Source: an optimization exercise on an open RTL-to-GDS flow (aim: small area). Production flows keep margins and buffers that such runs may drop. The RTL was checked by simulation tests, not by an equivalence proof against the original design. Power figures rest on the tool's default switching activity, not on a simulated workload. No driver is modelled on the clock port, so clocking that relies on it looks cheaper here than on a real chip.

===== flow/standard.sh =====
#!/bin/bash
# synth_recipe.tcl (not shown) runs the flow's synth.tcl, then flattens the netlist and writes it again
# the make line also repeats each setting of config.mk as NAME=value (left out here)
make -C /OpenROAD-flow-scripts/flow DESIGN_CONFIG=/design/flow/config.mk WORK_HOME=/design/flow/orfs CLKGATE_MAP_FILE= SYNTH_SCRIPT=/design/flow/synth_recipe.tcl "${@:-finish}"

===== flow/flow/run.sh =====
#!/bin/bash
# Standard ORFS layout with two knobs the flow settings do not reach:
# minimum-size port buffers, and clock tree synthesis without dummy loads
# and with larger sink clusters.
set -euo pipefail
export BUFFER_PORTS_ARGS="-buffer_cell sky130_fd_sc_hd__buf_1"
export CTS_ARGS="-sink_clustering_enable -repair_clock_nets -dont_use_dummy_load -sink_clustering_size 30 -sink_clustering_max_diameter 100"
bash standard.sh finish > standard_flow.log 2>&1

===== flow/config.mk =====
export PLATFORM = sky130hd
export DESIGN_NAME = scoreboard_reg_file
export DESIGN_NICKNAME = scoreboard_reg_file
export VERILOG_FILES = /design/flow/design.v
export SDC_FILE = /design/flow/constraint.sdc
export NUM_CORES = 4
export LEC_CHECK = 0
export CAP_MARGIN = 0
export CORE_MARGIN = 2
export CORE_UTILIZATION = 45
export SLEW_MARGIN = 0
export SYNTH_HIERARCHICAL = 1

===== flow/constraint.sdc =====
create_clock -name core_clock -period 7.0 [get_ports {clk}]
set_input_delay 1.4000 -clock core_clock [delete_from_list [all_inputs] [get_ports {clk}]]
set_output_delay 1.4000 -clock core_clock [all_outputs]
set_load 0.01 [all_outputs]

===== flow/design.v =====
package rf_pkg;
  function automatic int rf_aw(input int nregs);
    if (nregs > 1) rf_aw = $clog2(nregs);
    else rf_aw = 1;
  endfunction
  localparam int ZERO_REG = 0;
  localparam int DEF_NREGS = 32;
  typedef logic [DEF_NREGS-1:0] sb_vec_t;
endpackage
module rf_scoreboard
#(
  parameter int NREGS  = 32,
  parameter int NREAD  = 2,
  parameter int BYPASS = 1,
  localparam int AW    = rf_pkg::rf_aw(NREGS)
) (
  input  logic                    clk,
  input  logic                    rst_n,
  input  logic [NREAD*AW-1:0]     rd_addr,
  output logic [NREAD-1:0]        rd_busy,
  input  logic                    we,
  input  logic [AW-1:0]           wa,
  input  logic                    iss_valid,
  input  logic [AW-1:0]           iss_rd,
  input  logic                    flush,
  output logic                    iss_ready,
  output logic                    busy_any,
  output logic [NREGS-1:1]        wr,
  output logic [NREGS-1:1]        wr_n,
  output logic [NREAD*NREGS-1:0]  rd_sel
);
  localparam bit BYP = (BYPASS != 0);
  logic [NREGS-1:1] busy_q;
  logic [NREGS-1:1] vld_q;
  logic [NREGS-1:1] iss_dec;
  logic [NREGS-1:1] live;    
  logic [NREGS-1:1] rd_ok;   
  for (genvar i = 1; i < NREGS; i++) begin : g_dec
    assign wr[i]      = we & (wa == AW'(i));
    assign wr_n[i]    = ~wr[i];
    assign iss_dec[i] = (iss_rd == AW'(i));
  end
  assign live  = busy_q & (BYP ? wr_n : '1);
  assign rd_ok = vld_q & (BYP ? wr_n : '1);
  always_ff @(posedge clk or negedge rst_n) begin
    if (!rst_n) vld_q <= '0;
    else        vld_q <= vld_q | wr;
  end
  logic iss_hit;
  rf_andor31 u_iss (.s(iss_dec), .d(busy_q & wr_n), .y(iss_hit));
  assign iss_ready = ~iss_hit;
  always_ff @(posedge clk or negedge rst_n) begin
    if (!rst_n) busy_q <= '0;
    else if (flush) busy_q <= '0;
    else busy_q <= (busy_q & wr_n) | (iss_dec & {NREGS-1{iss_valid & iss_ready}});
  end
  assign busy_any = |busy_q;
  for (genvar k = 0; k < NREAD; k++) begin : g_rd
    logic [AW-1:0]    addr;
    logic [NREGS-1:1] dec;
    assign addr = rd_addr[k*AW +: AW];
    for (genvar i = 1; i < NREGS; i++) begin : g_dec
      assign dec[i] = (addr == AW'(i));
    end
    rf_andor31 u_busy (.s(dec), .d(live), .y(rd_busy[k]));
    assign rd_sel[k*NREGS +: NREGS-1] = dec & rd_ok;
    assign rd_sel[k*NREGS + NREGS-1]  = BYP & rst_n & we & (wa == addr) & (addr != '0);
  end
endmodule
module rf_ao22 (
  input  logic a1, a2, b1, b2,
  output logic x
);
  assign x = (a1 & a2) | (b1 & b2);
endmodule
module rf_aoi222 (
  input  logic a1, a2, b1, b2, c1, c2,
  output logic y
);
  assign y = ~((a1 & a2) | (b1 & b2) | (c1 & c2));
endmodule
module rf_ao221 (
  input  logic a1, a2, b1, b2, c,
  output logic x
);
  assign x = (a1 & a2) | (b1 & b2) | c;
endmodule
module rf_nand4 (
  input  logic a, b, c, d,
  output logic y
);
  assign y = ~(a & b & c & d);
endmodule
module rf_nand3 (
  input  logic a, b, c,
  output logic y
);
  assign y = ~(a & b & c);
endmodule
module rf_or3 (
  input  logic a, b, c,
  output logic x
);
  assign x = a | b | c;
endmodule
module rf_nand2 (
  input  logic a, b,
  output logic y
);
  assign y = ~(a & b);
endmodule
module rf_andor31 (
  input  logic [30:0] s,
  input  logic [30:0] d,
  output logic        y
);
  logic [10:0] n;
  logic [2:0]  p;
  for (genvar j = 0; j < 10; j++) begin : g_aoi
    rf_aoi222 u_aoi (
      .a1(s[3*j]),   .a2(d[3*j]),
      .b1(s[3*j+1]), .b2(d[3*j+1]),
      .c1(s[3*j+2]), .c2(d[3*j+2]),
      .y(n[j])
    );
  end
  rf_nand2 u_last (.a(s[30]), .b(d[30]), .y(n[10]));
  rf_nand4 u_n0 (.a(n[0]), .b(n[1]), .c(n[2]),  .d(n[3]), .y(p[0]));
  rf_nand4 u_n1 (.a(n[4]), .b(n[5]), .c(n[6]),  .d(n[7]), .y(p[1]));
  rf_nand3 u_n2 (.a(n[8]), .b(n[9]), .c(n[10]),           .y(p[2]));
  rf_or3   u_or (.a(p[0]), .b(p[1]), .c(p[2]), .x(y));
endmodule
module rf_andor32 (
  input  logic [31:0] s,
  input  logic [31:0] d,
  output logic        y
);
  logic [9:0] n;
  logic [2:0]  p;
  logic q;
  for (genvar j = 0; j < 10; j++) begin : g_aoi
    rf_aoi222 u_aoi (
      .a1(s[3*j]),   .a2(d[3*j]),
      .b1(s[3*j+1]), .b2(d[3*j+1]),
      .c1(s[3*j+2]), .c2(d[3*j+2]),
      .y(n[j])
    );
  end
  rf_nand4 u_n0 (.a(n[0]), .b(n[1]), .c(n[2]),  .d(n[3]), .y(p[0]));
  rf_nand4 u_n1 (.a(n[4]), .b(n[5]), .c(n[6]),  .d(n[7]), .y(p[1]));
  rf_nand2 u_n2 (.a(n[8]), .b(n[9]), .y(q));
  rf_ao221 u_last (.a1(s[30]), .a2(d[30]), .b1(s[31]), .b2(d[31]), .c(q), .x(p[2]));
  rf_or3   u_or (.a(p[0]), .b(p[1]), .c(p[2]), .x(y));
endmodule
module scoreboard_reg_file
#(
  parameter int XLEN   = 32,
  parameter int NREGS  = 32,
  parameter int NREAD  = 2,
  parameter int BYPASS = 1,
  localparam int AW    = rf_pkg::rf_aw(NREGS)
) (
  input  logic                  clk,
  input  logic                  rst_n,
  input  logic [NREAD*AW-1:0]   rd_addr,
  output logic [NREAD*XLEN-1:0] rd_data,
  output logic [NREAD-1:0]      rd_busy,
  input  logic                  we,
  input  logic [AW-1:0]         wa,
  input  logic [XLEN-1:0]       wd,
  input  logic                  iss_valid,
  input  logic [AW-1:0]         iss_rd,
  output logic                  iss_ready,
  input  logic                  flush,
  output logic                  busy_any
);
  logic [31:1]   wr;
  logic [31:1]   wr_n;
  logic [63:0]   rd_sel;
  rf_scoreboard #(
    .NREGS  (NREGS),
    .NREAD  (NREAD),
    .BYPASS (BYPASS)
  ) u_scoreboard (
    .clk       (clk),
    .rst_n     (rst_n),
    .rd_addr   (rd_addr),
    .rd_busy   (rd_busy),
    .we        (we),
    .wa        (wa),
    .iss_valid (iss_valid),
    .iss_rd    (iss_rd),
    .flush     (flush),
    .iss_ready (iss_ready),
    .busy_any  (busy_any),
    .wr        (wr),
    .wr_n      (wr_n),
    .rd_sel    (rd_sel)
  );
  logic [31:1][XLEN-1:0] regs_q;
  logic [31:1][XLEN-1:0] regs_d;
  for (genvar i = 1; i < 32; i++) begin : g_reg
    for (genvar b = 0; b < XLEN; b++) begin : g_bit
      rf_ao22 u_hold (
        .a1(wr[i]), .a2(wd[b]), .b1(wr_n[i]), .b2(regs_q[i][b]), .x(regs_d[i][b])
      );
    end
    always_ff @(posedge clk) begin
      regs_q[i] <= regs_d[i];
    end
  end
  for (genvar k = 0; k < NREAD; k++) begin : g_rd
    for (genvar b = 0; b < XLEN; b++) begin : g_bit
      logic [31:0] d;
      for (genvar i = 1; i < 32; i++) begin : g_d
        assign d[i-1] = regs_q[i][b];
      end
      assign d[31] = wd[b];
      rf_andor32 u_mux (.s(rd_sel[k*32 +: 32]), .d(d), .y(rd_data[k*XLEN + b]));
    end
  end
endmodule

==> impl_metrics.toml, run 1 <==
[status]
status = "finished clean"

[timing]
skew_ns = 0.0402
slew_viol_final = 0
tns_ns = 0
period_needed_ns = 6.52
relSlewSlack = 0.171
hold_viol = 0
setup_viol = 0
rsz0062_at_grt = "false"
worst_slack_ns = 0.484
finalCritPeriodShare = 0.931
fmax_ghz = 0.153
tightest_slew_ns = 1.24

[final_layout]
area_growth_pct = 9.54
layout_common_cells = "a22o_1 (992), dfxtp_1 (992), a222oi_1 (670), nand4_1 (142), buf_4 (119)"
multi_input_area_um2 = 20000
nNetsFinal = 3872
drive_above_1_share = 0.0763
final_area_um2 = 45700
register_area_um2 = 21400
fin_util = 0.498
fill_cells = 8322

[floorplan]
rows = 111
die_area_um2 = 95100
core_um2 = 91800
ios = 125
start_util = 0.454
die_w_um = 308
dieHeight_um = 308

[worst_setup_path]
r2r_cells = 8
crit_top_cell = "buf_1"
r2r-start = "u_scoreboard.busy_q[15]$_DFF_PN0_"
cpMaxStageDelayCell = "and3_2"
critPathMaxStageDelay_ns = 0.67
cp_top_family = "simple AND/OR/NAND/NOR gates"
cp_cell_sequence = "buf_1, and4b_1, nand2_2, and3_2, a222oi_1, nand4_1, or3_1, buf_1"
crit_required_ns = 5.60
criticalPathCategory = "input pin to primary output"
path_buf_inv = 2
reg2reg_to = "u_scoreboard.busy_q[11]$_DFF_PN0_"
r2r_slack_ns = 3.94
path_max_fanout = 32
arrival_ns = 5.12
startpoint_type = "input pin"
critPathCaptureType = "primary output"

[drt]
drt-wirelength-per-cell_um = 38.7
drt_first_iter_violations = 10100
ant_nets = 0
drc_errors = 0
vias_per_cell = 8.15
totalWireLength_um = 196000
dr.pass1.iters = 13
vias = 41300

[synthesis]
ys_ff_latch = 1054
ys_seq_area_frac = 0.513
postSynth.asyncResetShare = 0.0588
syn_nets = 3622
synth_cell_types = 48
syn-instance-count = 3565
syn_area_um2 = 41700
syn_area_per_cell_um2 = 11.7
yosysWarnings = 8
synthFlopType = "dfxtp_1"
synth-edff-count = 0

[clock_tree]
cts_hold_buf = 0
post_cts_resized = 0
clk_pin_slew_ns = 0.06
clock_latency_ns = 0.62
root_buffer = "clkbuf_16"
cts_tree = "yes"
cts_sinks = 1054
cts.path.max_buffers = 3
cts_setup_buffers = 0
cts_made_buffers = 42
cts_max_level = 2

[hold_path]
hold_path_startpoint = "u_scoreboard.vld_q[28]$_DFF_PN0_"
hp-class = "flip-flop to flip-flop"
hold_path_depth = 1
whs_endpoint = "u_scoreboard.vld_q[28]$_DFF_PN0_"

[global_route]
track_usage = 0.394
antenna_found_initial = 13
grt_start_max_net_pins = 63
grt_pass1_wl_um = 277000
overflow = 0
grt_pass1_vias = 38300

[placement]
portBuffers = 124
gp_congestion = 0.975
dp_hpwl_um = 115000
placed_area_um2 = 44600
pre_cts_ws_ns = 0.676

[power_and_ir_drop]
power.leakage_uw = 0.0188
power.density_nw_per_um2 = 282
ir_drop_mv = 0.151

[job]
maxCapViolations = 0
-- modules after synthesis (local to each module, per instance), excerpt --
module	cells	area (um2)
scoreboard_reg_file	992	19900
rf_ao221	1	10.0
rf_aoi222	1	10.0
rf_ao22	1	8.76
rf_nand4	1	6.26
rf_or3	1	6.26
rf_nand3	1	5.00
rf_nand2	1	3.75
-- report_power, final --
part / internal [uW] / switching (uW)
Sequential: 7170 / 915
Clock: 1090 / 1940
Combinational: 926 / 857
Total: 9190 / 3710
-- how the worst max path moves through the flow --
stage,startpoint,to,cells after the start,slack (ns)
floorplan,wa[4],rd_data[0],5,0.58
global placement,we,rd_data[63],8,0.77
detailed placement,we,rd_data[63],8,0.68
CTS,we,rd_data[63],8,0.68
global route,we,rd_data[55],8,0.47
finish,we,rd_data[32],8,0.48
-- per-stage QoR --
step           cells  total power [uW]  hold WS [ns]
3_3_place_gp    5014              9820         0.452
2_1_floorplan   3565              9120         0.432
4_1_cts         5056             12800         0.471
5_1_grt         5058             13300         0.510
6_report        5060             12900         0.468
3_5_place_dp    5014              9880         0.453
-- synth_stat cells, drive strengths merged (40+ instances only) --
master,n,share of area
a221o,64,0.015
nand4,142,0.021
and3,64,0.0096
a22o,992,0.21
or3,69,0.010
nand2,113,0.010
dfxtp,992,0.48
a222oi,670,0.16
nor2,77,0.0069
nand2b,40,0.0060
dfrtp,62,0.037
inv,63,0.0057
-- routing by layer --
metal  vias to the layer above  global-route usage  part of all wire
li1                      16700                   -                 -
met1                     20200               0.536              0.38
met2                      3726               0.563              0.41
met3                       663               0.103              0.14
met4                         8               0.224             0.068
met5                         -                   0           0.00027
-- kinds of logic (layout without fill, tap and decap cells) --
family | Yosys count | after routing | share of synthesized area
and+or+nand+nor | 610 | 610 | 0.0820
xor gates and xnor gates | 8 | 8 | 0.00168
buffers and inverters | 101 | 349 | 0.0101
DFF | 1054 | 1054 | 0.513
other | 0 | 4 | 0
AOI/OAI and AO/OA | 1792 | 1792 | 0.393
-- cell type report --
class,instances,area share
Timing Repair Buffer,243,0.0306
Inverter,64,0.00526
Antenna cell,4,0.000219
Multi-Input combinational cell,2410,0.438
Clock buffer,42,0.0230
Tap cell,1243,0.0340
Sequential cell,1054,0.469
-- flip-flops by register name, indices dropped and copies added, names as in the netlist --
signal,flops
regs_q,992
u_scoreboard.busy_q,31
u_scoreboard.vld_q,31
==> inputs of run 2 (changes only) <==
==> flow/flow/run.sh (replaced) <==
#!/bin/bash
# Standard ORFS layout with knobs the flow settings do not reach:
# minimum-size port buffers, clock tree synthesis without dummy loads and
# with larger sink clusters, and downsizing of non-critical gates after
# global routing (RECOVER_POWER).
set -euo pipefail
export BUFFER_PORTS_ARGS="-buffer_cell sky130_fd_sc_hd__buf_1"
export CTS_ARGS="-sink_clustering_enable -repair_clock_nets -dont_use_dummy_load -sink_clustering_size 28 -sink_clustering_max_diameter 90"
export RECOVER_POWER=100
bash standard.sh finish > standard_flow.log 2>&1
==> impl_metrics.toml, run 2 <==
[status]
status = "finished with violations"
check-failures = "max-capacitance violations, max-slew violations"

[floorplan]
die_w_um = 308
dieHeight_um = 308
core_um2 = 91800
ios = 125
die_area_um2 = 95100
rows = 111
start_util = 0.454

[hold_path]
hp-class = "flip-flop to flip-flop"

[clock_tree]
post_cts_resized = 0
cts_sinks = 1054
cts_max_level = 2
root_buffer = "clkbuf_16"
cts_setup_buffers = 0
clock_latency_ns = 0.64
cts_made_buffers = 46
cts_hold_buf = 0
cts.path.max_buffers = 3
cts_tree = "yes"
clk_pin_slew_ns = 0.09

[synthesis]
yosys-top-cells-area = "dfxtp_1 (48%), a22o_1 (21%), a222oi_1 (16%)"
synth-edff-count = 0
syn_nets = 3622
syn_area_um2 = 41700
ys_seq_area_frac = 0.513
yosysWarnings = 8
ys_top_cells_by_count = "a22o_1 (992), dfxtp_1 (992), a222oi_1 (670)"
synth_top_cell_area_share = 0.476
syn_area_per_cell_um2 = 11.7
synth_cell_types = 48
syn-instance-count = 3565
yosysTopAreaCell = "dfxtp_1"
ys_ff_latch = 1054
synthFlopType = "dfxtp_1"
postSynth.asyncResetShare = 0.0588

[placement]
portBuffers = 124
dp_hpwl_um = 115000
gp_congestion = 0.975
pre_cts_ws_ns = 0.676

[drt]
dr.pass1.iters = 15
drc_errors = 0
drt_first_iter_violations = 9904
totalWireLength_um = 196000
vias_per_cell = 8.13
vias = 41200
drt-wirelength-per-cell_um = 38.7
ant_nets = 0

[job]
maxCapViolations = 51

[worst_setup_path]
startpoint_type = "input pin"
critPathCaptureType = "flip-flop"
crit_required_ns = 7.53
arrival_ns = 7.25
criticalPathCategory = "input pin to flip-flop"
path_max_fanout = 34

[global_route]
grt_pass1_wl_um = 277000
grt_start_max_net_pins = 63
track_usage = 0.394
antenna_found_initial = 12
grt_pass1_vias = 38400
overflow = 0

[final_layout]
area_growth_pct = 9.07
largest_reg_flops = 992
drive_above_1_share = 0.0534
layout_common_cells = "a22o_1 (992), dfxtp_1 (992), a222oi_1 (670), nand4_1 (142), nand2_1 (108)"
reg_top3 = "regs_q (992), u_scoreboard.busy_q (31), u_scoreboard.vld_q (31)"
regMostFlops = "regs_q"
nNetsFinal = 3876

[timing]
tightest_slew_ns = 3.64
worst_slack_ns = 0.281
fmax_ghz = 0.149
period_needed_ns = 6.72
skew_ns = 0.0428
tns_ns = 0
finalCritPeriodShare = 0.960
setup_viol = 0
relSlewSlack = -1.43
rsz0062_at_grt = "false"
hold_viol = 0
slew_viol_final = 1534

[power_and_ir_drop]
power.leakage_uw = 0.0186
ir_drop_mv = 0.194
power.density_nw_per_um2 = 286
==> run 2: cell counts after synthesis <==
No cell type changed its count.
==> run 2: modules after synthesis (local to each module, per instance), excerpt <==
| module | flops+latches | area, um2 | times used |
|---|---|---|---|
| rf_ao221 | 0 | 10.0 | 64 |
| rf_nand2 | 0 | 3.75 | 67 |
| rf_ao22 | 0 | 8.76 | 992 |
| rf_nand4 | 0 | 6.26 | 134 |
| rf_aoi222 | 0 | 10.0 | 670 |
| scoreboard_reg_file | 992 | 19900 | 1 |
| rf_or3 | 0 | 6.26 | 67 |
| rf_nand3 | 0 | 5.00 | 3 |
==> run 2: worst paths after layout <==
kind                                              startpoint  cells past startpoint                                end  slack (ns)
setup / recovery                                       wa[3]                      6                regs_q[882]$_DFF_P_        0.28
hold / removal              u_scoreboard.vld_q[28]$_DFF_PN0_                      1   u_scoreboard.vld_q[28]$_DFF_PN0_        0.47
setup reg to reg           u_scoreboard.busy_q[10]$_DFF_PN0_                      8  u_scoreboard.busy_q[11]$_DFF_PN0_        3.32
hold reg to reg             u_scoreboard.vld_q[28]$_DFF_PN0_                      1   u_scoreboard.vld_q[28]$_DFF_PN0_        0.47
max in group asynchronous                              rst_n                      2  u_scoreboard.busy_q[22]$_DFF_PN0_        2.78
min in group asynchronous                              rst_n                      2   u_scoreboard.vld_q[26]$_DFF_PN0_        2.14
==> run 2: kinds of logic (layout without fill, tap and decap cells) <==
logic type,count (synthesis),after routing,share of synthesized area
flip-flops,1054,1054,0.513
AO/OA/AOI/OAI,1792,1792,0.393
buffers and inverters,101,353,0.0101
XOR/XNOR,8,8,0.00168
other,0,6,0
AND/OR/NAND/NOR,610,610,0.0820
==> run 2: power breakdown <==
| group | internal, uW | switching (uW) |
|---|---|---|
| sequential | 7170 | 915 |
| combinational | 924 | 855 |
| clock | 1180 | 1960 |
| total | 9280 | 3730 |
==> run 2: final cells by class <==
type                            instances  area [um2]
Timing Repair Buffer                  243        1150
Tap cell                             1243        1560
Multi-Input combinational cell       2410       20000
Clock buffer                           46        1150
Fill cell                            8395       46300
Sequential cell                      1054       21400
Antenna cell                            6        15.0
Inverter                               64         240
==> run 2: worst max-delay path, stage by stage <==
cell and delay, ns:
clkbuf_1 0.56, nand4_1 0.42, nor2_4 0.16, clkbuf_1 2.04, inv_1 1.95, a22o_1 0.61
==> run 2: metal layers <==
layer / up-vias / global-route usage / share of wire
met1: 20300 / 0.532 / 0.38
li1: 16700 / - / -
met3: 665 / 0.105 / 0.14
met5: - / 0.00207 / 0.00036
met2: 3568 / 0.564 / 0.41
met4: 10 / 0.226 / 0.068
==> run 2: metrics by stage <==
| stage | utilization | instance area, um2 | std cells | hold slack [ns] | power, uW |
|---|---|---|---|---|---|
| 4_1_cts | 0.499 | 45800 | 5060 | 0.471 | 12900 |
| 3_5_place_dp | 0.486 | 44600 | 5014 | 0.453 | 9880 |
| 3_3_place_gp | 0.486 | 44600 | 5014 | 0.452 | 9820 |
| 5_1_grt | 0.495 | 45500 | 5063 | 0.505 | 13500 |
| 2_1_floorplan | - | 41700 | 3565 | 0.432 | 9120 |
| 6_report | 0.496 | 45500 | 5066 | 0.468 | 13000 |

==> static timing again, ports no longer ideal <==
Ports are ideal in the flow. The routed layouts listed here were re-timed in OpenROAD.
Step 1 sets driving cells, clkbuf_16 on the clock port and buf_2 on the other inputs (assumed; they add their load-dependent delay and slew).
Step 2 also shifts input and output timing later by t, the mid clock arrival at the registers, as if the neighbouring blocks saw the same clock.
Three values: ideal, step 1, step 2; two values: the first two.
run	t (ns)	slack for setup (ns)	worst register clock-pin slew, ns
run 1	0.689	0.484 / 0.458 / 0.458	0.12 / 0.12
run 2	0.704	0.281 / 0.314 / -0.384	0.12 / 0.12
For run 2, which loses most, drivers alone change the setup slack by +0.033 ns; drivers and shift together by -0.665 ns.
